This design comes from an exercise in tuning for small area, a short achievable clock period and few clock cycles per item on the open sky130 flow, not from production work.
The RTL was checked by simulation tests, not by an equivalence proof against the original design.
Power is estimated from default activity; no workload was simulated.

==> flow/design.v <==
`timescale 1ns / 1ps
`default_nettype none
package stns_pkg;
   localparam int MAX_KEEP_DEF = 16;
   localparam int ID_BITS_DEF  = 15;
   localparam int SCORE_W      = 16;
   localparam int TOP_N_W      = 5;
   localparam logic [TOP_N_W-1:0] TOP_N_RST = TOP_N_W'(3);
endpackage
`default_nettype wire
`timescale 1ns / 1ps
`default_nettype none
module stns_cmp (
   input  logic [15:0] a,
   input  logic [15:0] b,
   output logic        lt,
   output logic        eq
);
   logic [15:0] aa, bb, g0, e0;
   logic [7:0]  g1, e1;
   logic [3:0]  g2, e2;
   logic [1:0]  g3, e3;
   assign aa = {~a[15], a[14:0]};
   assign bb = {~b[15], b[14:0]};
   assign g0 = ~aa & bb;
   assign e0 = ~(aa ^ bb);
   for (genvar i = 0; i < 8; i++) begin : g_l1
      assign g1[i] = g0[2*i+1] | (e0[2*i+1] & g0[2*i]);
      assign e1[i] = e0[2*i+1] & e0[2*i];
   end
   for (genvar i = 0; i < 4; i++) begin : g_l2
      assign g2[i] = g1[2*i+1] | (e1[2*i+1] & g1[2*i]);
      assign e2[i] = e1[2*i+1] & e1[2*i];
   end
   for (genvar i = 0; i < 2; i++) begin : g_l3
      assign g3[i] = g2[2*i+1] | (e2[2*i+1] & g2[2*i]);
      assign e3[i] = e2[2*i+1] & e2[2*i];
   end
   assign lt = g3[1] | (e3[1] & g3[0]);
   assign eq = e3[1] & e3[0];
endmodule
`default_nettype wire
`timescale 1ns / 1ps
`default_nettype none
module stns_dpath (
   input  logic        clock,
   input  logic        reset,
   input  logic        csr_we,
   input  logic [4:0]  csr_wdata,
   input  logic        in_valid,
   output logic        in_ready,
   input  logic [14:0] in_owner,
   input  logic [14:0] in_nb,
   input  logic [15:0] in_score,
   input  logic        in_last,
   output logic        out_valid,
   input  logic        out_ready,
   output logic [14:0] out_owner,
   output logic [14:0] out_nb,
   output logic [15:0] out_score,
   output logic        out_last
);
   localparam int N = 16;
   logic [4:0]  top_n_ff;
   logic        room_ff;       
   logic [N-1:0] b_in;         
   logic [4:0]  b_fill;
   logic        b_ovf;
   logic        b_done;        
   logic [14:0] b_own;
   logic [3:0]  tg_v;          
   logic        e_on;
   logic        e_ovf;
   logic        e_last;
   logic [N-1:0] e_mask;
   logic [N-1:0] e_sel;
   logic [3:0]  e_pos;
   logic [14:0] e_own;
   logic        w_on;
   logic        w_ovf;
   logic        w_one;         
   logic [N-1:0] w_mask;
   logic [14:0] w_own;
   logic [15:0] sc [N];
   logic [14:0] nb [N];
   logic [3:0]  tg [N];
   logic [N-1:0] tp;           
   logic [N-1:0] lt_p, eq_p;
   logic [N-1:0] lt, eq, tpl, valid, inrun, inrun_nx, tgt, head, later, vic, upto, bef, lim;
   logic [3:0]  tgl [N];
   logic [3:0]  tgl_nx [N];
   logic [N-1:0] m_x, m_up, tp_nx, st_l;
   logic        first, can_fill, ovf_nx, rep, ins, rpl, proc, b_fin, prom;
   logic [4:0]  fe, fill_nx;
   logic [3:0]  tx;
   logic [4:0]  k_in, fill_d, topn_d, k_d;
   logic [N-1:0] comp, we, e_bot, ge_p, le_p, z, z_nx, sel_nx, mask_st;
   logic        emit, e_fin, edge_ok;
   logic [N-1:0] occ, occ_bot, w_top, w_start;
   logic        e_free, bfd, case_a, case_b, case_c, case_d, b_reset;
   assign k_in = (top_n_ff == 5'd0) ? 5'd1 : (top_n_ff > 5'd16) ? 5'd16 : top_n_ff;
   for (genvar i = 0; i < N; i++) begin : g_cmp
      stns_cmp u_cmp (.a(sc[i]), .b(in_score), .lt(lt_p[i]), .eq(eq_p[i]));
      assign lt[i]  = lt_p[i];
      assign eq[i]  = eq_p[i];
      assign tpl[i] = tp[i];
      assign tgl[i] = tg[i];
   end
   assign first    = !b_in[0];
   assign can_fill = room_ff;
   assign fe       = b_fill;
   assign fill_nx  = can_fill ? fe + 5'd1 : fe;
   assign ovf_nx   = b_ovf || !can_fill;
   assign inrun    = b_in;
   assign valid    = b_in;
   assign inrun_nx = can_fill ? {b_in[N-2:0], 1'b1} : b_in;
   for (genvar i = 0; i < N; i++) begin : g_pos_dec
      if (i == 0) begin : g_t0
         assign tgt[i] = !b_in[0];
      end else begin : g_ti
         assign tgt[i] = b_in[i-1] && !b_in[i];
      end
      assign head[i] = inrun[i] && !tpl[i];
   end
   always_comb begin
      later[N-1] = 1'b0;
      for (int i = N - 2; i >= 0; i--) begin
         later[i] = later[i+1] | head[i+1];
      end
   end
   assign vic = head & ~later;
   always_comb begin
      upto[N-1] = vic[N-1];
      for (int i = N - 2; i >= 0; i--) begin
         upto[i] = upto[i+1] | vic[i];
      end
   end
   assign tx = can_fill ? fe[3:0] : tg_v;
   for (genvar i = 0; i < N; i++) begin : g_bef
      assign bef[i] = valid[i] && !(can_fill ? lt[i] : (vic[i] || !upto[i] || lt[i] || (eq[i] && (tgl[i] > tx))));
      assign lim[i] = can_fill ? (inrun[i] || tgt[i]) : upto[i];
   end
   assign rep = |(vic & lt);
   logic [N-1:0] lastpos, nxt, prv, hb, hb_later, gs;
   logic        x_lt_min, tp_next, has_g, g_lt, g_eq;
   logic [3:0]  tg_q1, tg_s, tg_v_nx;
   always_comb begin
      for (int i = 0; i < N; i++) begin
         lastpos[i] = inrun[i] && ((i == N - 1) || !inrun[i == N - 1 ? N - 1 : i+1]);
         nxt[i]     = (i == 0) ? 1'b0 : vic[i == 0 ? 0 : i-1];
         prv[i]     = (i == N - 1) ? 1'b0 : vic[i == N - 1 ? N - 1 : i+1];
         hb[i]      = head[i] && upto[i] && !vic[i];
      end
      hb_later[N-1] = 1'b0;
      for (int i = N - 2; i >= 0; i--) begin
         hb_later[i] = hb_later[i+1] | hb[i+1];
      end
      gs       = hb & ~hb_later;
      has_g    = |hb;
      x_lt_min = !(|(lastpos & lt)) && !(|(lastpos & eq));
      tp_next  = |(nxt & tpl & inrun);
      g_lt     = |(prv & lt);
      g_eq     = |(prv & eq);
      tg_q1    = '0;
      tg_s     = '0;
      for (int i = 0; i < N; i++) begin
         tg_q1 = tg_q1 | (nxt[i] ? tgl[i] : 4'd0);
         tg_s  = tg_s | (gs[i] ? tgl[i] : 4'd0);
      end
      tg_v_nx = tg_v;
      if (first) begin
         tg_v_nx = 4'd0;
      end else if (can_fill) begin
         if (x_lt_min) tg_v_nx = fe[3:0];
      end else if (rep) begin
         if (tp_next) begin
            tg_v_nx = tg_q1;
         end else if (has_g) begin
            if (g_lt) begin
               tg_v_nx = tg_s;
            end else if (g_eq && (tg_s < tg_v)) begin
               tg_v_nx = tg_s;
            end
         end
      end
   end
   assign ins = proc && can_fill;
   assign rpl = proc && !can_fill && rep;
   always_comb begin
      for (int i = 0; i < N; i++) begin
         m_x[i]  = (ins || rpl) && lim[i] && !bef[i] && ((i == 0) || bef[i == 0 ? 0 : i-1]);
         m_up[i] = (ins || rpl) && lim[i] && !bef[i] && (i != 0) && !bef[i == 0 ? 0 : i-1];
      end
      for (int i = 0; i < N; i++) begin
         if (i == 0) begin
            tp_nx[i] = 1'b0;
         end else if (m_x[i]) begin
            tp_nx[i] = eq[i-1];
         end else if (m_up[i]) begin
            tp_nx[i] = m_up[i-1] ? tpl[i-1] : eq[i-1];
         end else if (rpl && vic[i-1]) begin
            tp_nx[i] = 1'b0;
         end else begin
            tp_nx[i] = tpl[i];
         end
         tgl_nx[i] = m_x[i] ? tx : m_up[i] ? tgl[i == 0 ? 0 : i-1] : tgl[i];
      end
   end
   always_comb begin
      for (int i = 0; i < N; i++) begin
         if (b_done) begin
            st_l[i] = b_ovf ? (inrun[i] && (tgl[i] == 4'd0))
                            : (inrun[i] && ((i == N - 1) || !inrun[i == N - 1 ? N - 1 : i+1]));
         end else begin
            st_l[i] = ovf_nx ? (inrun_nx[i] && (tgl_nx[i] == 4'd0)) : tgt[i];
         end
      end
   end
   always_comb begin
      for (int i = 0; i < N; i++) begin
         e_bot[i] = e_mask[i] && ((i == 0) || !e_mask[i == 0 ? 0 : i-1]);
         mask_st[i] = b_done ? inrun[i] : inrun_nx[i];
      end
      ge_p[0] = e_sel[0];
      for (int i = 1; i < N; i++) begin
         ge_p[i] = ge_p[i-1] | e_sel[i];
      end
      le_p[N-1] = e_sel[N-1];
      for (int i = N - 2; i >= 0; i--) begin
         le_p[i] = le_p[i+1] | e_sel[i];
      end
      for (int i = 0; i < N; i++) begin
         comp[i] = emit && (i != 0) && ((e_mask[i] && le_p[i] && e_mask[i == 0 ? 0 : i-1]) ||
                                        w_mask[i == 0 ? 0 : i-1]);
         z[i]    = e_mask[i] && (tg[i] == e_pos + 4'd1);
      end
      for (int i = 0; i < N; i++) begin
         z_nx[i]   = ((i != 0) && z[i == 0 ? 0 : i-1] && !ge_p[i == 0 ? 0 : i-1])
                     || (z[i] && ge_p[i] && !e_sel[i]);
         sel_nx[i] = e_ovf ? z_nx[i] : e_sel[i];
      end
   end
   assign emit     = e_on && out_ready;
   assign e_fin    = emit && e_last;
   assign occ = e_mask | w_mask;
   always_comb begin
      for (int i = 0; i < N; i++) begin
         occ_bot[i] = occ[i] && ((i == 0) || !occ[i == 0 ? 0 : i-1]);
         w_top[i]   = w_mask[i] && ((i == N - 1) || !w_mask[i == N - 1 ? N - 1 : i+1]);
         w_start[i] = w_ovf ? (w_mask[i] && (tg[i] == 4'd0)) : w_top[i];
      end
   end
   assign edge_ok  = !(|(tgt & occ)) || (emit && (|(tgt & occ_bot)));
   assign in_ready = !b_done && (!can_fill || edge_ok);
   assign proc     = in_valid && in_ready;
   assign b_fin    = proc && in_last;
   assign e_free   = !e_on || e_fin;
   assign bfd      = b_fin || b_done;
   assign case_a   = e_free && w_on;                  
   assign case_b   = e_free && !w_on && bfd;          
   assign case_c   = !e_free && !w_on && b_fin;       
   assign case_d   = !e_free && w_on && b_fin;        
   assign b_reset  = case_b || case_c || (case_a && bfd);
   assign prom     = case_b;
   assign we = m_x | m_up | comp;
   for (genvar i = 0; i < N; i++) begin : g_pos
      localparam int LO = (i == 0) ? 0 : i - 1;
      logic up, hold;
      assign up   = m_up[i] || comp[i];
      assign hold = !we[i];
      always_ff @(posedge clock) begin
         sc[i] <= ({16{m_x[i]}} & in_score) | ({16{up}} & sc[LO]) | ({16{hold}} & sc[i]);
         nb[i] <= ({15{m_x[i]}} & in_nb) | ({15{up}} & nb[LO]) | ({15{hold}} & nb[i]);
         tg[i] <= ({4{m_x[i]}} & tx) | ({4{up}} & tg[LO]) | ({4{hold}} & tg[i]);
         if (proc) begin
            tp[i] <= tp_nx[i];
         end
      end
   end
   assign topn_d = csr_we ? csr_wdata : top_n_ff;
   assign k_d    = (topn_d == 5'd0) ? 5'd1 : (topn_d > 5'd16) ? 5'd16 : topn_d;
   assign fill_d = b_reset ? 5'd0 : proc ? fill_nx : b_fill;
   always_ff @(posedge clock) begin
      if (proc) begin
         tg_v <= tg_v_nx;
      end
      if (proc && first) begin
         b_own <= in_owner;
      end
      if (reset) begin
         top_n_ff <= stns_pkg::TOP_N_RST;
         room_ff  <= 1'b1;
         b_in     <= '0;
         b_fill   <= '0;
         b_ovf    <= 1'b0;
         b_done   <= 1'b0;
         e_on     <= 1'b0;
         e_mask   <= '0;
         w_on     <= 1'b0;
         w_mask   <= '0;
      end else begin
         if (csr_we) begin
            top_n_ff <= csr_wdata;
         end
         room_ff <= fill_d < k_d;
         if (b_reset) begin
            b_in   <= '0;
            b_fill <= '0;
            b_ovf  <= 1'b0;
            b_done <= 1'b0;
         end else if (proc) begin
            b_in   <= inrun_nx;
            b_fill <= fill_nx;
            b_ovf  <= ovf_nx;
            if (in_last) begin
               b_done <= 1'b1;
            end
         end
         if (case_c || (case_a && bfd)) begin
            w_on   <= 1'b1;
            w_mask <= b_done ? inrun : inrun_nx;
            w_ovf  <= b_done ? b_ovf : ovf_nx;
            w_one  <= (b_done ? b_fill : fill_nx) == 5'd1;
            w_own  <= (b_fin && first) ? in_owner : b_own;
         end else if (case_a) begin
            w_on   <= 1'b0;
            w_mask <= '0;
         end else if (emit) begin
            w_mask <= w_mask << 1;
         end
         if (case_a) begin
            e_on   <= 1'b1;
            e_mask <= w_mask << 1;
            e_sel  <= w_start << 1;
            e_pos  <= '0;
            e_ovf  <= w_ovf;
            e_last <= w_one;
            e_own  <= w_own;
         end else if (case_b) begin
            e_on   <= 1'b1;
            e_mask <= mask_st;
            e_sel  <= st_l;
            e_pos  <= '0;
            e_ovf  <= b_done ? b_ovf : ovf_nx;
            e_last <= (b_done ? b_fill : fill_nx) == 5'd1;
            e_own  <= (b_fin && first) ? in_owner : b_own;
         end else if (emit) begin
            if (e_last) begin
               e_on   <= 1'b0;
               e_mask <= '0;
            end else begin
               e_mask <= e_mask & ~e_bot;
               e_sel  <= sel_nx;
               e_pos  <= e_pos + 4'd1;
               e_last <= !(|(e_mask & ~e_bot & ((e_mask & ~e_bot) << 1)));
            end
         end
      end
   end
   always_comb begin
      out_nb    = '0;
      out_score = '0;
      for (int i = 0; i < N; i++) begin
         out_nb    = out_nb | (e_sel[i] ? nb[i] : 15'd0);
         out_score = out_score | (e_sel[i] ? sc[i] : 16'd0);
      end
   end
   assign out_valid = e_on;
   assign out_last  = e_last;
   assign out_owner = e_own;
endmodule
`default_nettype wire
`timescale 1ns / 1ps
`default_nettype none
module streaming_top_n_selector (
   input  logic        clock,
   input  logic        reset,
   input  logic        csr_we,
   input  logic [4:0]  csr_wdata,
   input  logic        req_tvalid,
   output logic        req_tready,
   input  logic [47:0] req_tdata,
   input  logic        req_tlast,
   output logic        rsp_tvalid,
   input  logic        rsp_tready,
   output logic [47:0] rsp_tdata,
   output logic        rsp_tlast
);
   logic [14:0] out_owner;
   logic [14:0] out_nb;
   logic [15:0] out_score;
   stns_dpath u_dpath (
      .clock      (clock),
      .reset      (reset),
      .csr_we     (csr_we),
      .csr_wdata  (csr_wdata),
      .in_valid   (req_tvalid),
      .in_ready   (req_tready),
      .in_owner   (req_tdata[14:0]),
      .in_nb      (req_tdata[29:15]),
      .in_score   (req_tdata[45:30]),
      .in_last    (req_tlast),
      .out_valid  (rsp_tvalid),
      .out_ready  (rsp_tready),
      .out_owner  (out_owner),
      .out_nb     (out_nb),
      .out_score  (out_score),
      .out_last   (rsp_tlast)
   );
   assign rsp_tdata = {2'b00, out_score, out_nb, out_owner};
endmodule
`default_nettype wire
==> flow/run.sh <==
#!/bin/bash
# synth_recipe.tcl (not shown) runs the flow's synth.tcl, then flattens the netlist and writes it again
# the make line also repeats each setting of config.mk as NAME=value (left out here)
make -C /OpenROAD-flow-scripts/flow DESIGN_CONFIG=/design/flow/config.mk WORK_HOME=/design/flow/orfs CLKGATE_MAP_FILE= SYNTH_SCRIPT=/design/flow/synth_recipe.tcl finish
==> flow/config.mk <==
export PLATFORM = sky130hd
export DESIGN_NAME = streaming_top_n_selector
export DESIGN_NICKNAME = streaming_top_n_selector
export VERILOG_FILES = /design/flow/design.v
export SDC_FILE = /design/flow/constraint.sdc
export NUM_CORES = 4
export LEC_CHECK = 0
export ABC_AREA = 1
export CAP_MARGIN = 20
export CORE_MARGIN = 2
export CORE_UTILIZATION = 55
export SETUP_SLACK_MARGIN = 1.5
export SLEW_MARGIN = 20
==> flow/constraint.sdc <==
create_clock -name core_clock -period 6.0 [get_ports {clock}]
set_input_delay 1.2000 -clock core_clock [delete_from_list [all_inputs] [get_ports {clock}]]
set_output_delay 1.2000 -clock core_clock [all_outputs]
set_load 0.01 [all_outputs]
==> results of run 1 <==
## sequential cells by signal (all words and copies together), names as in the netlist, 4 cells and up, named ones only
register / cells
u_dpath.top_n_ff: 5
u_dpath.w_mask: 16
u_dpath.b_in: 16
u_dpath.tp: 15
u_dpath.e_pos: 4
u_dpath.sc: 240
u_dpath.b_fill: 5
u_dpath.b_own: 15
u_dpath.e_sel: 16
u_dpath.e_mask: 16
u_dpath.tg: 64
u_dpath.w_own: 15
u_dpath.tg_v: 4
u_dpath.e_own: 15
u_dpath.nb: 225
## cell families (layout without fill, tap and decap cells)
family	after synthesis	in the layout	share of synthesized area, %
AND/OR/NAND/NOR	2846	2848	27.2
AO/OA/AOI/OAI	1260	1260	19.1
buffers and inverters	956	1292	8.77
flip-flops	711	711	35.1
adder cells (fa/ha/maj)	325	325	9.26
XOR/XNOR	24	24	0.479
other	1	6	0.00854
multiplexers	1	1	0.0228
## final timing paths
path,from,endpoint,slack [ps]
setup / recovery,u_dpath.e_sel[2],rsp_tdata[16],1370
hold / removal,u_dpath.tg[15][3],u_dpath.tg[15][3],450
setup reg to reg,u_dpath.room_ff,u_dpath.e_sel[6],1560
hold reg to reg,u_dpath.tg[15][3],u_dpath.tg[15][3],450
## final cells by class
class | instances | area share [%]
diodes | 4 | 0.0188
clock buffers | 116 | 4.54
clock inverters | 38 | 0.779
inverters | 658 | 4.82
multi-input cells | 4460 | 48.3
flip-flops and latches | 711 | 29.0
well taps | 1050 | 2.47
repair buffers | 477 | 10.0
repair inverters | 3 | 0.0400
## layer usage
metal	share of wire, %	wire length (µm)	up-vias
met3	14	27700	669
met4	7.1	13700	0
met5	0	0	-
met1	38	74300	22600
met2	40	77900	3524
li1	-	-	21700
## critical path, delay by kind of cell (launching register included)
family / cells / cell delay, ps
AND/OR/NAND/NOR: 5 / 700
flip-flops: 1 / 490
AO/OA/AOI/OAI: 3 / 800
buffers and inverters: 3 / 770
## cell usage in the layout (no fill, tap or decap), types with 39 or more instances in the layout
master              n
buf_4             251
ha_1              324
nor2_1            322
nand4_1           111
a22oi_1            90
clkbuf_16          91
dfxtp_1           590
nand2_1          1842
o22ai_1            63
buf_12             84
inv_1             599
o211ai_1           39
a221oi_2           43
nand3_1           350
o21ai_0           263
clkdlybuf4s50_1    63
o221ai_1          212
nor3_1             40
edfxtp_1          119
a31oi_1            50
o21ai_1            55
a21oi_1           258
## synthesized netlist by cell type, drive strengths merged (2+ instances only)
library cell	n	share of area, %
o21ai	319	3.6
clkinv	8	0.068
a22oi	94	1.6
o31ai	11	0.19
nand3	363	4.2
a22o	2	0.040
a311oi	7	0.14
clkbuf	161	1.4
dfxtp	592	27
o32ai	3	0.060
a21oi	279	3.2
edfxtp	119	8.1
inv	650	5.6
o22ai	63	0.90
or2	13	0.19
and3	4	0.057
nor3b	6	0.10
o21a	8	0.14
nor3	48	0.56
nor4	37	0.53
o211ai	39	0.67
o2111ai	31	0.62
nand2	1887	16
a221oi	82	1.6
ha	325	9.3
a211oi	16	0.27
nand3b	7	0.13
buf	137	1.8
a2111oi	13	0.26
o221ai	226	4.7
nor2	367	3.3
xor2	23	0.46
a221o	4	0.091
a31oi	50	0.71
a32o	7	0.16
nand4	114	1.7
## timing repair
action	CTS	global route
gates resized for setup	167	203
buffers inserted	36	37
pin swaps	18	55
endpoints found under the setup margin	627	637
gates cloned	19	7
## per-stage QoR
step / setup slack (ps) / power (mW)
6_report: 1370 / 29.2
5_1_grt: 1290 / 30.5
4_1_cts: 1300 / 28.0
3_5_place_dp: 411 / 22.1
3_3_place_gp: 427 / 21.9
2_1_floorplan: 1510 / 16.5
## power by group through the flow
stage	clock network [mW]	registers (mW)	logic [mW]
after floorplan	0	7.99	8.48
after global placement	0	8.44	13.4
after detailed placement	0	8.48	13.7
after CTS	5.33	8.45	14.2
after global routing	5.52	8.75	16.3
final	5.34	8.60	15.2
==> results by group, run 1 <==
STA
  – Maximum clock frequency: 0.216 GHz
  – Worst-Margin Slew: 1140 ps
  – RSZ-0062 raised after global routing: yes
  – Slew HR: 23.3%
  – Fin crit share: 77.1%
  – Pins over their slew limit: 0
  – Final Hold Fails: 0
  – Fin Clk Skew: 38.2 ps
  – Final setup viols: 0
  – Setup TNS: 0 ps
  – Min Tclk post-route: 4630 ps
  – Final worst hold slack: 455 ps

Pwr
  – Leak: 22.9 nW
  – Clock network power share: 18.3%
  – Comb pwr share: 52.2%
  – Switching share of power: 47.1%
  – Reg power frac: 29.5%
  – Internal: 15.4 mW
  – PD cells: 548 nW/µm²
  – Sw Pwr: 13.7 mW
  – Peak supply drop: 0.508 mV

Detailed routing
  – WL/cell: 25.8 µm
  – Post-Route WL: 194000 µm
  – DRT antenna net count: 0
  – DRC viols: 0
  – Via count: 48500
  – DRT Pass-1 Iters: 19
  – 1st-iter DRT viols: 7345
  – Vias/cell: 6.45

Cells and area
  – Filler cells: 6905
  – Reg area: 15400 µm²
  – Layout cells sized above 1: 12.8%
  – Area occupied by multi-input gates: 25700 µm²
  – Synth-to-layout area growth: 21.1%
  – Fin nets: 6778
  – Final Util: 67.3%
  – Non-Filler Instances: 7517
  – Design area: 53200 µm²

Setup path
  – WS Path Type: flop to output pin
  – Critical Path RT: 4800 ps
  – Max incr delay on CP: 490 ps
  – Setup crit end kind: output pin
  – Reg2reg path depth: 19
  – Worst Path Max Fanout: 13
  – Slowest cell on crit path: edfxtp_1
  – Crit path arrival time: 3430 ps
  – Startpoint Class: flop
  – Cell Chain, Critical Path: buf_4 > clkbuf_16 > nand2_1 > nand3_1 > a221oi_2 > nand4_1 > a221oi_2 > nand3_1 > a221oi_2 > nand3_1 > dlygate4sd2_1

Clocking
  – Hold bufs inserted after CTS: 0
  – Clock Latency Late Sink: 670 ps
  – Clk buf depth: 3
  – H-tree depth: 3
  – Clock buffer count from CTS: 83
  – Clock-pin slew on the worst setup and hold paths: 60 ps
  – CTS tree: built
  – CTS sink cnt: 711
  – Root buf cell: clkbuf_16

Die
  – Top-Level Pins: 110
  – Die height: 287 µm
  – FP Rows: 103
  – Die area: 82100 µm²
  – Overall die width: 287 µm
  – Core ar.: 79000 µm²
  – Initial Util: 55.6%

Synthesis
  – Gate Count Post-Synth: 6124
  – Mapped Avg Cell Area: 7.17 µm²
  – Seq/Total Area, Yosys: 35.1%
  – Main synth FF type: dfxtp_1
  – Warnings from Yosys: 11
  – Count of cell types in the netlist: 65
  – Synthesized cell area: 43900 µm²
  – FF+latch count, synth: 711
  – Post-synth EDFFs: 119
  – Async S/R FF share, synth: 0%

Placement
  – IO Port Bufs: 105
  – Total placed instance area: 47900 µm²
  – Placed Cells: 7260
  – HPWL after DPL: 134000 µm
  – GP Congestion: 1.09

Global route
  – Overflow after GRT: 0
  – Vias in the first global route: 43900
  – Met3 Usage GRT: 12.6%
  – Met1 Usage GRT: 60.9%
  – Largest net degree at the start of global routing: 51
  – Met2 Track Usage GR: 64.5%
  – Global router's overall resource usage: 45.1%
  – Global-route wire length before repair: 280000 µm
  – Most Used Layer, Global Route: met2
  – Initial antenna violation count: 5

Worst hold path
  – Hold Path Stages: 2
  – Hold Path Class: flop to flop

Job
  – Max Cap Violations: 0

Outcome
  – Status: complete, no violations
Testbench counts, summed over its fixed seeds: cycles 5,636, items 5,341.
==> run 2, diff against run 1 <==
--- a/flow/config.mk
+++ b/flow/config.mk
@@ -8,6 +8,6 @@
 export ABC_AREA = 1
 export CAP_MARGIN = 20
 export CORE_MARGIN = 2
-export CORE_UTILIZATION = 55
-export SETUP_SLACK_MARGIN = 1.5
+export CORE_UTILIZATION = 40
+export SETUP_SLACK_MARGIN = 1.4
 export SLEW_MARGIN = 20
==> results by group, run 2 <==
Detailed routing
  – Via count: 46600
  – WL/cell: 25.5 µm
  – DRT Pass-1 Iters: 6
  – 1st-iter DRT viols: 6274
  – Post-Route WL: 198000 µm
  – DRT antenna net count: 0
  – DRC viols: 0
  – Vias/cell: 6.00

Clocking
  – Clock-pin slew on the worst setup and hold paths: 60 ps
  – CTS sink cnt: 711
  – H-tree depth: 3
  – Hold bufs inserted after CTS: 0
  – Clk buf depth: 3
  – CTS tree: built
  – Root buf cell: clkbuf_16
  – Clock Latency Late Sink: 720 ps
  – Clock buffer count from CTS: 85

Synthesis
  – Mux cell area share after synthesis: 0.0228%
  – Count of cell types in the netlist: 65
  – Gate Count Post-Synth: 6124
  – Top post-synthesis cells by area: dfxtp_1 27%, nand2_1 16%, ha_1 9.3%, edfxtp_1 8.1%, inv_1 5.2%
  – Main synth FF type: dfxtp_1
  – Post-synth top area share: 27.0%
  – Warnings from Yosys: 11
  – Largest family of logic cells by synthesized area: simple AND/OR/NAND/NOR gates
  – Mapped Avg Cell Area: 7.17 µm²
  – Synth Area in Compound Gates: 19.1%
  – Adder-Cell Fraction of Synth Area: 9.26%
  – FF+latch count, synth: 711
  – Synth Area in Simple Gates: 27.2%
  – XOR/XNOR Fraction of Synth Area: 0.479%
  – Synth area leader: dfxtp_1
  – Async S/R FF share, synth: 0%
  – Count leader, synth: nand2_1
  – Most frequent cells after synthesis: 1858 x nand2_1, 611 x inv_1, 592 x dfxtp_1
  – Seq/Total Area, Yosys: 35.1%
  – Synthesized cell area: 43900 µm²
  – Post-synth EDFFs: 119

Die
  – Initial Util: 40.3%
  – Die height: 335 µm
  – Overall die width: 335 µm
  – Top-Level Pins: 110
  – Die area: 112000 µm²
  – FP Rows: 121
  – Core ar.: 109000 µm²

Cells and area
  – Largest register FFs: 240
  – Synth-to-layout area growth: 17.9%
  – Fin nets: 6656
  – Top reg by flops: u_dpath.sc
  – Most frequent cells in the layout: 1845 x nand2_1, 602 x inv_1, 590 x dfxtp_1, 347 x nand3_1
  – Reg area: 15400 µm²
  – Commonest non-fill, non-tap cell in the layout: nand2_1
  – Top flop regs: u_dpath.sc (240), u_dpath.nb (225), u_dpath.tg (64)
  – Non-Filler Instances: 7758
  – Filler cells: 10800
  – Area occupied by multi-input gates: 25500 µm²
  – Layout cells sized above 1: 10.4%

STA
  – Slew HR: 22.7%
  – Worst-Margin Slew: 1150 ps
  – Fin crit share: 78.0%
  – Min Tclk post-route: 4680 ps
  – Final setup viols: 0
  – Setup TNS: 0 ps
  – Final worst hold slack: 451 ps
  – Fin Clk Skew: 83.8 ps
  – RSZ-0062 raised after global routing: yes
  – Maximum clock frequency: 0.214 GHz
  – Final Hold Fails: 0
  – Pins over their slew limit: 0

Pwr
  – Total power draw: 28.4 mW
  – Comb pwr share: 50.3%
  – PD cells: 548 nW/µm²
  – Peak supply drop: 0.299 mV
  – Sw Pwr: 13.5 mW
  – Leak: 21.9 nW
  – Reg power frac: 30.3%
  – Internal: 14.9 mW
  – Clock network power share: 19.4%
  – Switching share of power: 47.4%

Setup path
  – Worst Path Max Fanout: 4
  – Reg2reg end: u_dpath.e_sel[13]
  – Setup crit end kind: output pin
  – Critical Path RT: 4800 ps
  – Reg2reg path depth: 17
  – WS Path Type: flop to output pin
  – Crit path arrival time: 3480 ps
  – Startpoint Class: flop
  – Worst reg2reg setup slack: 1540 ps
  – Worst r2r src: u_dpath.room_ff

Outcome
  – Status: complete, no violations

Placement
  – IO Port Bufs: 105
  – GP Congestion: 1.06
  – HPWL after DPL: 139000 µm
  – Placed Cells: 7540

Global route
  – Initial antenna violation count: 6
  – Global-route wire length before repair: 285000 µm
  – Global router's overall resource usage: 33.7%
  – Overflow after GRT: 0
  – Largest net degree at the start of global routing: 51
  – Vias in the first global route: 43000

Worst hold path
  – Worst Hold End: u_dpath.nb[2][11]
  – Hold Path Stages: 2
  – Hold Path Class: flop to flop
  – HP Start: u_dpath.nb[1][11]

Job
  – Max Cap Violations: 0
## run 2: cell counts after synthesis
Identical to the previous run, type by type.
## run 2: cells by family (layout without fill, tap and decap cells)
group                      count (synthesis)  after routing
DFF                                      711            711
adders and majority gates                325            325
other                                      1              5
muxes                                      1              1
and+or+nand+nor                         2846           2849
xor gates and xnor gates                  24             24
AOI/OAI and AO/OA                       1260           1260
buffers and inverters                    956           1169
## run 2: worst max-delay path, stage by stage (launching register included)
cell	delay [ps]
edfxtp_1	460
clkinvlp_4	250
buf_4	160
buf_6	80
buf_4	90
o221ai_1	150
a221oi_2	310
o2111ai_2	230
a221oi_4	320
o2111ai_4	220
a21oi_2	200
o221ai_2	130
buf_2	170
## run 2: layer usage
metal	up-vias	part of all wire (%)	track usage (%)
li1	21400	-	-
met1	22100	42	47.1
met2	2536	41	49.0
met3	468	11	6.31
met4	0	6.3	17.7
met5	-	0	0
## run 2: power groups by stage
stage	clock network (mW)	registers, mW	logic [mW]
6_report	5.51	8.59	14.3
3_3_place_gp	0	8.49	13.0
2_1_floorplan	0	7.99	8.48
3_5_place_dp	0	8.51	13.3
4_1_cts	5.55	8.49	13.7
5_1_grt	5.74	8.75	15.5
## run 2: worst max-delay path by stage
stage / startpoint / end / slack (ps)
3_5_place_dp: req_tdata[45] / u_dpath.sc[5][8] / 190
4_1_cts: u_dpath.e_sel[0] / rsp_tdata[32] / 1170
2_1_floorplan: req_tdata[45] / u_dpath.e_sel[0] / 1470
6_report: u_dpath.e_sel[1] / rsp_tdata[34] / 1320
3_3_place_gp: req_tdata[45] / u_dpath.sc[14][10] / 250
5_1_grt: u_dpath.e_sel[1] / rsp_tdata[35] / 1240
## run 2: metrics by stage
step / util, % / area (µm²) / setup WS [ps]
detailed placement: 43.3 / 47100 / 191
global route: 47.5 / 51700 / 1240
floorplan: - / 43900 / 1470
finish: 47.5 / 51700 / 1320
CTS: 46.8 / 51000 / 1170
global placement: 43.3 / 47100 / 252
## run 2: area by class of cell
cell class	instances	area share, %
well taps	1414	3.42
repair inverters	2	0.0290
repair buffers	353	6.83
diodes	3	0.0145
multi-input cells	4461	49.3
clock buffers	128	4.73
clock inverters	28	0.936
inverters	658	4.91
flip-flops and latches	711	29.8
## run 2: what timing repair did
| item | CTS | global route |
|---|---|---|
| endpoints found under the hold margin | 0 | 0 |
| pin swaps | 26 | 37 |
| resized for setup | 157 | 121 |
| endpoints found under the setup margin | 603 | 614 |
| buffers inserted | 23 | 21 |
| gates cloned | 7 | 8 |
==> run 3, diff against run 2 <==
--- a/flow/config.mk
+++ b/flow/config.mk
@@ -9,5 +9,5 @@
 export CAP_MARGIN = 20
 export CORE_MARGIN = 2
 export CORE_UTILIZATION = 40
-export SETUP_SLACK_MARGIN = 1.4
+export SETUP_SLACK_MARGIN = 1.6
 export SLEW_MARGIN = 20
==> results by group, run 3 <==
Cells and area
  – Commonest non-fill, non-tap cell in the layout: nand2_1
  – Top reg by flops: u_dpath.sc
  – Largest register FFs: 240
  – Most frequent cells in the layout: 1829 x nand2_1, 596 x inv_1, 585 x dfxtp_1, 336 x nand3_1, 325 x ha_1
  – Area occupied by multi-input gates: 26100 µm²
  – Fin nets: 6701
  – Top flop regs: u_dpath.sc (240), u_dpath.nb (225), u_dpath.tg (64)
  – Layout cells sized above 1: 13.0%
  – Synth-to-layout area growth: 21.0%
  – Reg area: 15400 µm²
  – Final Util: 48.8%
  – Filler cells: 10700

Setup path
  – Worst r2r src: u_dpath.room_ff
  – Startpoint Class: flop
  – Slowest cell on crit path: edfxtp_1
  – Max incr delay on CP: 430 ps
  – Worst Path Max Fanout: 6
  – Buf/Inv on CP: 3
  – Destination of the critical timing path: rsp_tdata[33]
  – Reg2reg end: u_dpath.sc[14][10]
  – Crit path arrival time: 3380 ps
  – Reg2reg path depth: 19
  – Critical Path RT: 4800 ps
  – WS Path Type: flop to output pin
  – Critical Path Source: u_dpath.e_sel[1]
  – Cell Chain, Critical Path: buf_6 > buf_12 > nand2_1 > o2111ai_2 > a221oi_2 > o2111ai_2 > a21oi_2 > o2111ai_2 > a21oi_2 > o221ai_1 > buf_2
  – CP top delay family: compound AO/OA/AOI/OAI gates
  – Cell depth of the worst setup path: 11
  – Most frequent cell on the critical path: o2111ai_2
  – Setup crit end kind: output pin
  – Worst reg2reg setup slack: 1690 ps

Global route
  – Global router's overall resource usage: 35.1%
  – Largest net degree at the start of global routing: 51
  – Vias in the first global route: 43200
  – Global-route wire length before repair: 294000 µm
  – Initial antenna violation count: 5
  – Overflow after GRT: 0

Die
  – Die area: 112000 µm²
  – Initial Util: 40.3%
  – Top-Level Pins: 110
  – Die height: 335 µm
  – Overall die width: 335 µm
  – Core ar.: 109000 µm²
  – FP Rows: 121

Detailed routing
  – DRT Pass-1 Iters: 8
  – DRT antenna net count: 0
  – Vias/cell: 6.06
  – Post-Route WL: 206000 µm
  – Via count: 47300
  – DRC viols: 0
  – WL/cell: 26.4 µm
  – 1st-iter DRT viols: 6281

Synthesis
  – Mux cell area share after synthesis: 0.0228%
  – Post-synth top area share: 27.0%
  – Most frequent cells after synthesis: 1858 x nand2_1, 611 x inv_1, 592 x dfxtp_1
  – Seq/Total Area, Yosys: 35.1%
  – Synthesized cell area: 43900 µm²
  – Mapped Avg Cell Area: 7.17 µm²
  – Count leader, synth: nand2_1
  – Top post-synthesis cells by area: dfxtp_1 27%, nand2_1 16%, ha_1 9.3%, edfxtp_1 8.1%, inv_1 5.2%
  – Synth Area in Simple Gates: 27.2%
  – FF+latch count, synth: 711
  – Post-synth EDFFs: 119
  – Async S/R FF share, synth: 0%
  – Count of cell types in the netlist: 65
  – Largest family of logic cells by synthesized area: simple AND/OR/NAND/NOR gates
  – XOR/XNOR Fraction of Synth Area: 0.479%
  – Gate Count Post-Synth: 6124
  – Synth Area in Compound Gates: 19.1%
  – Warnings from Yosys: 11
  – Adder-Cell Fraction of Synth Area: 9.26%
  – Synth area leader: dfxtp_1
  – Main synth FF type: dfxtp_1

Placement
  – IO Port Bufs: 105
  – GP Congestion: 1.02
  – HPWL after DPL: 141000 µm

Pwr
  – Comb pwr share: 52.0%
  – Sw Pwr: 13.9 mW
  – Total power draw: 29.1 mW
  – Reg power frac: 29.6%
  – Clock network power share: 18.4%
  – PD cells: 547 nW/µm²
  – Peak supply drop: 0.283 mV
  – Switching share of power: 47.8%
  – Internal: 15.2 mW
  – Leak: 22.4 nW

Clocking
  – CTS tree: built
  – Clk buf depth: 3
  – Clock-pin slew on the worst setup and hold paths: 60 ps
  – Clock buffer count from CTS: 86
  – CTS sink cnt: 711
  – H-tree depth: 3
  – Root buf cell: clkbuf_16
  – Clock Latency Late Sink: 690 ps
  – Hold bufs inserted after CTS: 0

STA
  – Final Hold Fails: 0
  – Worst-Margin Slew: 1210 ps
  – Maximum clock frequency: 0.218 GHz
  – Fin Clk Skew: 28.2 ps
  – Setup TNS: 0 ps
  – Final setup viols: 0
  – Slew HR: 18.9%
  – Min Tclk post-route: 4580 ps
  – Pins over their slew limit: 0
  – RSZ-0062 raised after global routing: yes
  – Fin crit share: 76.3%

Outcome
  – Status: complete, no violations

Job
  – Max Cap Violations: 0

Worst hold path
  – Hold Path Class: flop to flop
-- run 3: cell counts after synthesis --
Identical to the previous run, type by type.
-- run 3: area by class of cell --
| cell class | instances | area share [%] |
|---|---|---|
| Sequential cell | 711 | 29.1 |
| Timing Repair inverter | 2 | 0.0283 |
| Inverter | 658 | 4.79 |
| Clock buffer | 126 | 4.78 |
| Antenna cell | 1 | 0.00471 |
| Multi-Input combinational cell | 4462 | 49.2 |
| Clock inverter | 31 | 0.567 |
| Timing Repair Buffer | 396 | 8.30 |
| Tap cell | 1414 | 3.33 |
-- run 3: cell families (layout without fill, tap and decap cells) --
logic type      Yosys count  count (layout)
compound gates         1260            1260
xor+xnor                 24              24
fa+ha+maj               325             325
buf+inv                 956            1213
flops                   711             711
mux                       1               1
other cells               1               3
simple gates           2846            2850
-- run 3: stage by stage --
stage | hold WS [ps] | std cells | setup slack [ps] | instance area, µm²
2_1_floorplan | 424 | 6125 | 1640 | 43900
3_3_place_gp | 435 | 7546 | 144 | 47500
3_5_place_dp | 447 | 7546 | 121 | 47500
4_1_cts | 463 | 7768 | 1440 | 52300
5_1_grt | 470 | 7800 | 1380 | 53100
6_report | 456 | 7801 | 1420 | 53100
-- run 3: how the worst min path moves through the flow --
stage,startpoint,end,slack [ps],cells past startpoint
2_1_floorplan,u_dpath.top_n_ff[1],u_dpath.top_n_ff[1],420,2
3_3_place_gp,u_dpath.top_n_ff[1],u_dpath.top_n_ff[1],440,2
3_5_place_dp,u_dpath.nb[15][6],u_dpath.nb[15][6],450,2
4_1_cts,u_dpath.sc[15][4],u_dpath.sc[15][4],460,2
5_1_grt,u_dpath.sc[15][2],u_dpath.sc[15][2],470,2
6_report,u_dpath.tg[15][2],u_dpath.tg[15][2],460,2
-- run 3: worst min-delay path: cells and delay by family, from the launching register on --
kind,cells,cell delay [ps]
flip-flops,1,310
AND/OR/NAND/NOR,2,110
-- run 3: timing repair --
item,4_1_cts,5_1_grt
gates resized for setup,311,196
gates cloned,19,7
setup buffers,46,25
endpoints found under the setup margin,652,648
pin swaps,54,67
-- run 3: power by group through the flow --
stage	Clock, mW	Sequential, mW	Combinational [mW]
after global routing	5.58	8.79	16.3
final	5.35	8.62	15.1
after CTS	5.39	8.48	14.4
after global placement	0	8.48	13.3
after floorplan	0	7.99	8.49
after detailed placement	0	8.52	13.6
-- run 3: routing by layer --
metal  track usage, %  part of all wire, %
met5                0               0.0034
met4             17.7                  6.2
met3             6.89                   11
met2             52.0                   42
met1             48.4                   41
==> run 4, diff against run 3 <==
--- a/flow/config.mk
+++ b/flow/config.mk
@@ -9,5 +9,6 @@
 export CAP_MARGIN = 20
 export CORE_MARGIN = 2
 export CORE_UTILIZATION = 40
-export SETUP_SLACK_MARGIN = 1.6
+export SETUP_SLACK_MARGIN = 1.5
 export SLEW_MARGIN = 20
+export TNS_END_PERCENT = 30
==> results by group, run 4 <==
Pwr
  – Total power draw: 28.8 mW
  – Peak supply drop: 0.274 mV
  – Leak: 22.2 nW
  – PD cells: 549 nW/µm²

Global route
  – Global-route wire length before repair: 284000 µm
  – Vias in the first global route: 42800
  – Global router's overall resource usage: 33.7%
  – Largest net degree at the start of global routing: 51
  – Overflow after GRT: 0
  – Initial antenna violation count: 10

STA
  – Setup TNS: 0 ps
  – Setup ws final: 1270 ps
  – Slew HR: 25.0%
  – Maximum clock frequency: 0.212 GHz
  – Final setup viols: 0
  – Min Tclk post-route: 4730 ps
  – Fin crit share: 78.8%
  – RSZ-0062 raised after global routing: yes
  – Pins over their slew limit: 0
  – Fin Clk Skew: 33.6 ps
  – Worst-Margin Slew: 1120 ps
  – Final worst hold slack: 454 ps
  – Final Hold Fails: 0

Cells and area
  – Fin nets: 6690
  – Synth-to-layout area growth: 19.5%
  – Final Util: 48.2%
  – Top reg by flops: u_dpath.sc
  – Commonest non-fill, non-tap cell in the layout: nand2_1
  – Top flop regs: u_dpath.sc (240), u_dpath.nb (225), u_dpath.tg (64)
  – Largest register FFs: 240
  – Layout cells sized above 1: 11.7%
  – Design area: 52500 µm²
  – Most frequent cells in the layout: 1836 x nand2_1, 600 x inv_1, 589 x dfxtp_1, 345 x nand3_1, 325 x ha_1
  – Filler cells: 10800
  – Non-Filler Instances: 7799

Detailed routing
  – DRT antenna net count: 0
  – DRC viols: 0
  – DRT Pass-1 Iters: 8
  – Via count: 47200
  – Vias/cell: 6.05
  – WL/cell: 25.6 µm
  – 1st-iter DRT viols: 6221
  – Post-Route WL: 200000 µm

Setup path
  – Critical Path RT: 4800 ps
  – Setup crit end kind: output pin
  – Worst Path Max Fanout: 5
  – Slowest cell on crit path: edfxtp_1
  – Max incr delay on CP: 430 ps
  – Crit path arrival time: 3530 ps
  – Cell Chain, Critical Path: clkinvlp_4 > buf_4 > buf_4 > o221ai_1 > a221oi_2 > o2111ai_2 > a221oi_2 > o2111ai_2 > a21oi_2 > o221ai_1 > clkdlybuf4s15_2
  – WS Path Type: flop to output pin
  – CP top delay family: compound AO/OA/AOI/OAI gates
  – Buf/Inv on CP: 4
  – Startpoint Class: flop

Clocking
  – Clock buffer count from CTS: 87
  – H-tree depth: 3
  – CTS sink cnt: 711
  – Clock Latency Late Sink: 690 ps
  – Root buf cell: clkbuf_16
  – Clock-pin slew on the worst setup and hold paths: 60 ps
  – CTS tree: built
  – Hold bufs inserted after CTS: 0
  – Clk buf depth: 3

Placement
  – Total placed instance area: 47300 µm²
  – IO Port Bufs: 105
  – Placed Cells: 7546
  – HPWL after DPL: 138000 µm
  – GP Congestion: 1.04
  – Pre-CTS setup slack: -10.3 ps

Synthesis
  – Async S/R FF share, synth: 0%
  – Synth area leader: dfxtp_1
  – Top post-synthesis cells by area: dfxtp_1 27%, nand2_1 16%, ha_1 9.3%, edfxtp_1 8.1%, inv_1 5.2%
  – Gate Count Post-Synth: 6124
  – Most frequent cells after synthesis: 1858 x nand2_1, 611 x inv_1, 592 x dfxtp_1
  – FF+latch count, synth: 711
  – Warnings from Yosys: 11
  – Post-synth EDFFs: 119
  – Synthesized cell area: 43900 µm²
  – Mapped Avg Cell Area: 7.17 µm²
  – Post-synth top area share: 27.0%
  – Count of cell types in the netlist: 65
  – Count leader, synth: nand2_1
  – Seq/Total Area, Yosys: 35.1%
  – Main synth FF type: dfxtp_1

Die
  – Top-Level Pins: 110
  – Overall die width: 335 µm
  – Die area: 112000 µm²
  – Die height: 335 µm
  – Initial Util: 40.3%
  – Core ar.: 109000 µm²
  – FP Rows: 121

Outcome
  – Status: complete, no violations

Worst hold path
  – Hold Path Class: flop to flop

Job
  – Max Cap Violations: 0
run 4: cell counts after synthesis:
Identical to the previous run, type by type.
run 4: routing by layer:
metal / up-vias / share of wire [%] / global-route usage (%)
met1: 22400 / 41 / 46.7
met2: 2740 / 41 / 48.7
met4: 2 / 6.3 / 17.9
li1: 21500 / - / -
met5: - / 0.0090 / 0
met3: 524 / 11 / 7.27
run 4: repair_timing:
action,4_1_cts,5_1_grt
setup buffers,41,25
gates resized for setup,200,170
pin swaps,37,43
endpoints found under the setup margin,639,626
cloned,7,12
run 4: cell families (layout without fill, tap and decap cells):
logic type,Yosys count,in the layout,share of synthesized area [%]
xor+xnor,24,24,0.479
simple gates,2846,2851,27.2
fa+ha+maj,325,325,9.26
flops,711,711,35.1
compound gates,1260,1260,19.1
buf+inv,956,1205,8.77
other cells,1,8,0.00854
mux,1,1,0.0228
run 4: worst paths after layout:
check	start	to	slack, ps	cells past startpoint
worst max register to register	u_dpath.b_in[14]	u_dpath.tg_v[2]	1630	15
worst min-delay path	u_dpath.tg[15][2]	u_dpath.tg[15][2]	450	2
worst max-delay path	u_dpath.e_sel[1]	rsp_tdata[34]	1270	11
worst min register to register	u_dpath.tg[15][2]	u_dpath.tg[15][2]	450	2
run 4: worst min-delay path, delay by kind of cell, from the launching register on:
| kind | cells | cell delay (ps) |
|---|---|---|
| flip-flops | 1 | 310 |
| AND/OR/NAND/NOR | 2 | 100 |
run 4: report_power, final:
part / switching [mW] / internal [mW] / leakage (nW)
registers: 1.62 / 6.95 / 6.00
logic: 9.72 / 4.97 / 14.7
clock network: 2.32 / 3.22 / 1.46
run 4: layout make-up:
class / instances / area (µm²) / area share (%)
diodes: 6 / 15.0 / 0.0286
clock buffers: 122 / 2530 / 4.82
clock inverters: 40 / 430 / 0.820
inverters: 658 / 2540 / 4.85
multi-input cells: 4463 / 25800 / 49.1
flip-flops and latches: 711 / 15400 / 29.4
well taps: 1414 / 1770 / 3.37
repair buffers: 385 / 3960 / 7.55
==> run 5, diff against run 4 <==
--- a/flow/config.mk
+++ b/flow/config.mk
@@ -9,6 +9,5 @@
 export CAP_MARGIN = 20
 export CORE_MARGIN = 2
 export CORE_UTILIZATION = 40
-export SETUP_SLACK_MARGIN = 1.5
+export SETUP_SLACK_MARGIN = 1.75
 export SLEW_MARGIN = 20
-export TNS_END_PERCENT = 30
==> results by group, run 5 <==
Outcome
  – Status: complete, no violations

Synthesis
  – Post-synth top area share: 27.0%
  – Async S/R FF share, synth: 0%
  – Synthesized cell area: 43900 µm²
  – Count leader, synth: nand2_1
  – Most frequent cells after synthesis: 1858 x nand2_1, 611 x inv_1, 592 x dfxtp_1
  – Mapped Avg Cell Area: 7.17 µm²
  – Seq/Total Area, Yosys: 35.1%
  – Gate Count Post-Synth: 6124
  – Top post-synthesis cells by area: dfxtp_1 27%, nand2_1 16%, ha_1 9.3%, edfxtp_1 8.1%, inv_1 5.2%
  – Post-synth EDFFs: 119
  – Warnings from Yosys: 11
  – Synth area leader: dfxtp_1
  – FF+latch count, synth: 711
  – Count of cell types in the netlist: 65
  – Main synth FF type: dfxtp_1

Detailed routing
  – Via count: 47800
  – WL/cell: 26.4 µm
  – 1st-iter DRT viols: 6457
  – Vias/cell: 6.08
  – DRT antenna net count: 0
  – DRT Pass-1 Iters: 8
  – DRC viols: 0
  – Post-Route WL: 207000 µm

Die
  – Die area: 112000 µm²
  – Initial Util: 40.3%
  – Core ar.: 109000 µm²
  – Die height: 335 µm
  – Overall die width: 335 µm
  – Top-Level Pins: 110
  – FP Rows: 121

Cells and area
  – Fin nets: 6760
  – Largest register FFs: 240
  – Layout cells sized above 1: 15.0%
  – Top reg by flops: u_dpath.sc
  – Top flop regs: u_dpath.sc (240), u_dpath.nb (225), u_dpath.tg (64)
  – Design area: 54500 µm²
  – Final Util: 50.1%
  – Commonest non-fill, non-tap cell in the layout: nand2_1
  – Synth-to-layout area growth: 24.2%
  – Most frequent cells in the layout: 1804 x nand2_1, 594 x inv_1, 580 x dfxtp_1, 334 x nand3_1, 307 x ha_1

STA
  – Pins over their slew limit: 0
  – Final setup viols: 0
  – Final Hold Fails: 0
  – Min Tclk post-route: 4540 ps
  – Setup TNS: 0 ps
  – Setup ws final: 1460 ps
  – RSZ-0062 raised after global routing: yes
  – Slew HR: 23.6%
  – Fin Clk Skew: 64.5 ps
  – Fin crit share: 75.6%
  – Worst-Margin Slew: 1130 ps
  – Maximum clock frequency: 0.220 GHz

Clocking
  – Clock buffer count from CTS: 85
  – Root buf cell: clkbuf_16
  – Clk buf depth: 3
  – H-tree depth: 3
  – Hold bufs inserted after CTS: 0
  – Clock-pin slew on the worst setup and hold paths: 70 ps
  – CTS tree: built
  – CTS sink cnt: 711
  – Clock Latency Late Sink: 710 ps

Global route
  – Largest net degree at the start of global routing: 51
  – Global-route wire length before repair: 298000 µm
  – Global router's overall resource usage: 35.6%
  – Initial antenna violation count: 8
  – Overflow after GRT: 0
  – Vias in the first global route: 43700

Pwr
  – Peak supply drop: 0.298 mV
  – Leak: 22.9 nW
  – Total power draw: 29.7 mW
  – PD cells: 545 nW/µm²

Placement
  – Total placed instance area: 47400 µm²
  – HPWL after DPL: 141000 µm
  – Pre-CTS setup slack: 47.5 ps
  – GP Congestion: 1.03
  – IO Port Bufs: 105

Worst hold path
  – Hold Path Class: flop to flop

Setup path
  – Worst reg2reg setup slack: 1650 ps
  – Critical Path RT: 4800 ps
  – Setup crit end kind: output pin
  – Crit path arrival time: 3340 ps
  – Worst Path Max Fanout: 3
  – WS Path Type: flop to output pin
  – Startpoint Class: flop

Job
  – Max Cap Violations: 0
-- run 5: cell count changes in the layout (fill, tap and decap cells not counted), moves of 18 or more --
cell and delta:
buf_6 +28, buf_4 +18, buf_2 +23, ha_4 +18, ha_1 -18, nand2_1 -32
-- run 5: cells by family after synthesis --
group | Yosys count | share of synthesized area [%]
and+or+nand+nor | 2846 | 27.2
DFF | 711 | 35.1
other | 1 | 0.00854
buffers and inverters | 956 | 8.77
AOI/OAI and AO/OA | 1260 | 19.1
adders and majority gates | 325 | 9.26
muxes | 1 | 0.0228
xor gates and xnor gates | 24 | 0.479
-- run 5: metal layers --
layer	track usage, %	part of all wire, %	vias to the layer above
met3	8.13	11	558
li1	-	-	21700
met1	48.2	41	22700
met4	18.4	5.9	4
met5	0	0.013	-
met2	52.5	42	2874
-- run 5: area by class of cell --
cell class,count,area [µm²]
Timing Repair Buffer,455,4940
Sequential cell,711,15400
Antenna cell,2,5.00
Clock buffer,125,2490
Inverter,658,2610
Tap cell,1414,1770
Timing Repair inverter,2,37.5
Fill cell,10500,54300
Clock inverter,33,412
Multi-Input combinational cell,4463,26800
-- run 5: stage by stage --
| stage | hold WS, ps | instances |
|---|---|---|
| 6_report | 454 | 7863 |
| 5_1_grt | 477 | 7861 |
| 4_1_cts | 459 | 7827 |
| 3_5_place_dp | 444 | 7543 |
| 3_3_place_gp | 437 | 7543 |
| 2_1_floorplan | 424 | 6125 |
-- run 5: power breakdown --
| group | total, mW | internal, mW | switching (mW) |
|---|---|---|---|
| clock | 5.50 | 3.19 | 2.31 |
| combinational | 15.6 | 5.41 | 10.1 |
| sequential | 8.66 | 6.95 | 1.70 |
-- run 5: critical path: stages (launching register included) --
cell	delay, ps
edfxtp_1	460
buf_6	160
clkinvlp_4	180
buf_6	170
o21ai_4	60
a221oi_2	230
o211ai_1	190
a21oi_2	190
o221ai_2	130
a21oi_2	200
o2111ai_4	170
a21oi_2	180
o221ai_2	160
buf_2	190
-- run 5: timing repair --
action	in CTS	in global routing
resized for setup	479	228
endpoints found under the setup margin	722	661
buffers inserted	97	31
gates cloned	29	3
pin swaps	83	87
-- run 5: final timing paths --
| kind | cells after the start | endpoint | start |
|---|---|---|---|
| worst max-delay path | 13 | rsp_tdata[32] | u_dpath.e_sel[1] |
| worst min-delay path | 2 | u_dpath.tg[15][2] | u_dpath.tg[15][2] |
| worst max register to register | 16 | u_dpath.tg_v[2] | u_dpath.tp[15] |
| worst min register to register | 2 | u_dpath.tg[15][2] | u_dpath.tg[15][2] |

[afterwards: timing with drivers on the ports]
In the flow no input, the clock included, has a driving cell. The finished layouts below were timed again as built, in two steps. Step 1 sets driving cells, clkbuf_16 on the clock port and buf_2 on the other inputs (assumed; they add their load-dependent delay and slew). Step 2 times the ports against the registers' clock, not the clock port: input delays grow and output delays shrink by t, the midpoint of the rising clock arrivals with the driver on. Three values: ideal ports, drivers, drivers and shift; two values: the first two.
run	t (ns)	setup WS [ns]	hold WS [ns]	worst setup path after step 2	clock arrival spread, ns
run 1	0.720	1.371 / 1.300 / 0.816	0.455 / 0.455 / 0.455	input to register	0.039 / 0.038
run 2	0.748	1.318 / 1.247 / 0.692	0.451 / 0.451 / 0.451	input to register	0.084 / 0.083
run 3	0.748	1.420 / 1.348 / 0.924	0.456 / 0.456 / 0.456	input to register	0.028 / 0.028
run 4	0.751	1.273 / 1.198 / 0.851	0.454 / 0.454 / 0.454	input to register	0.033 / 0.034
run 5	0.748	1.461 / 1.388 / 1.103	0.454 / 0.454 / 0.454	input to register	0.065 / 0.064
After both steps setup and hold are still met in every run listed. The setup slack of run 2, which loses most, moves by -0.071 ns with the drivers and by -0.626 ns with both steps.
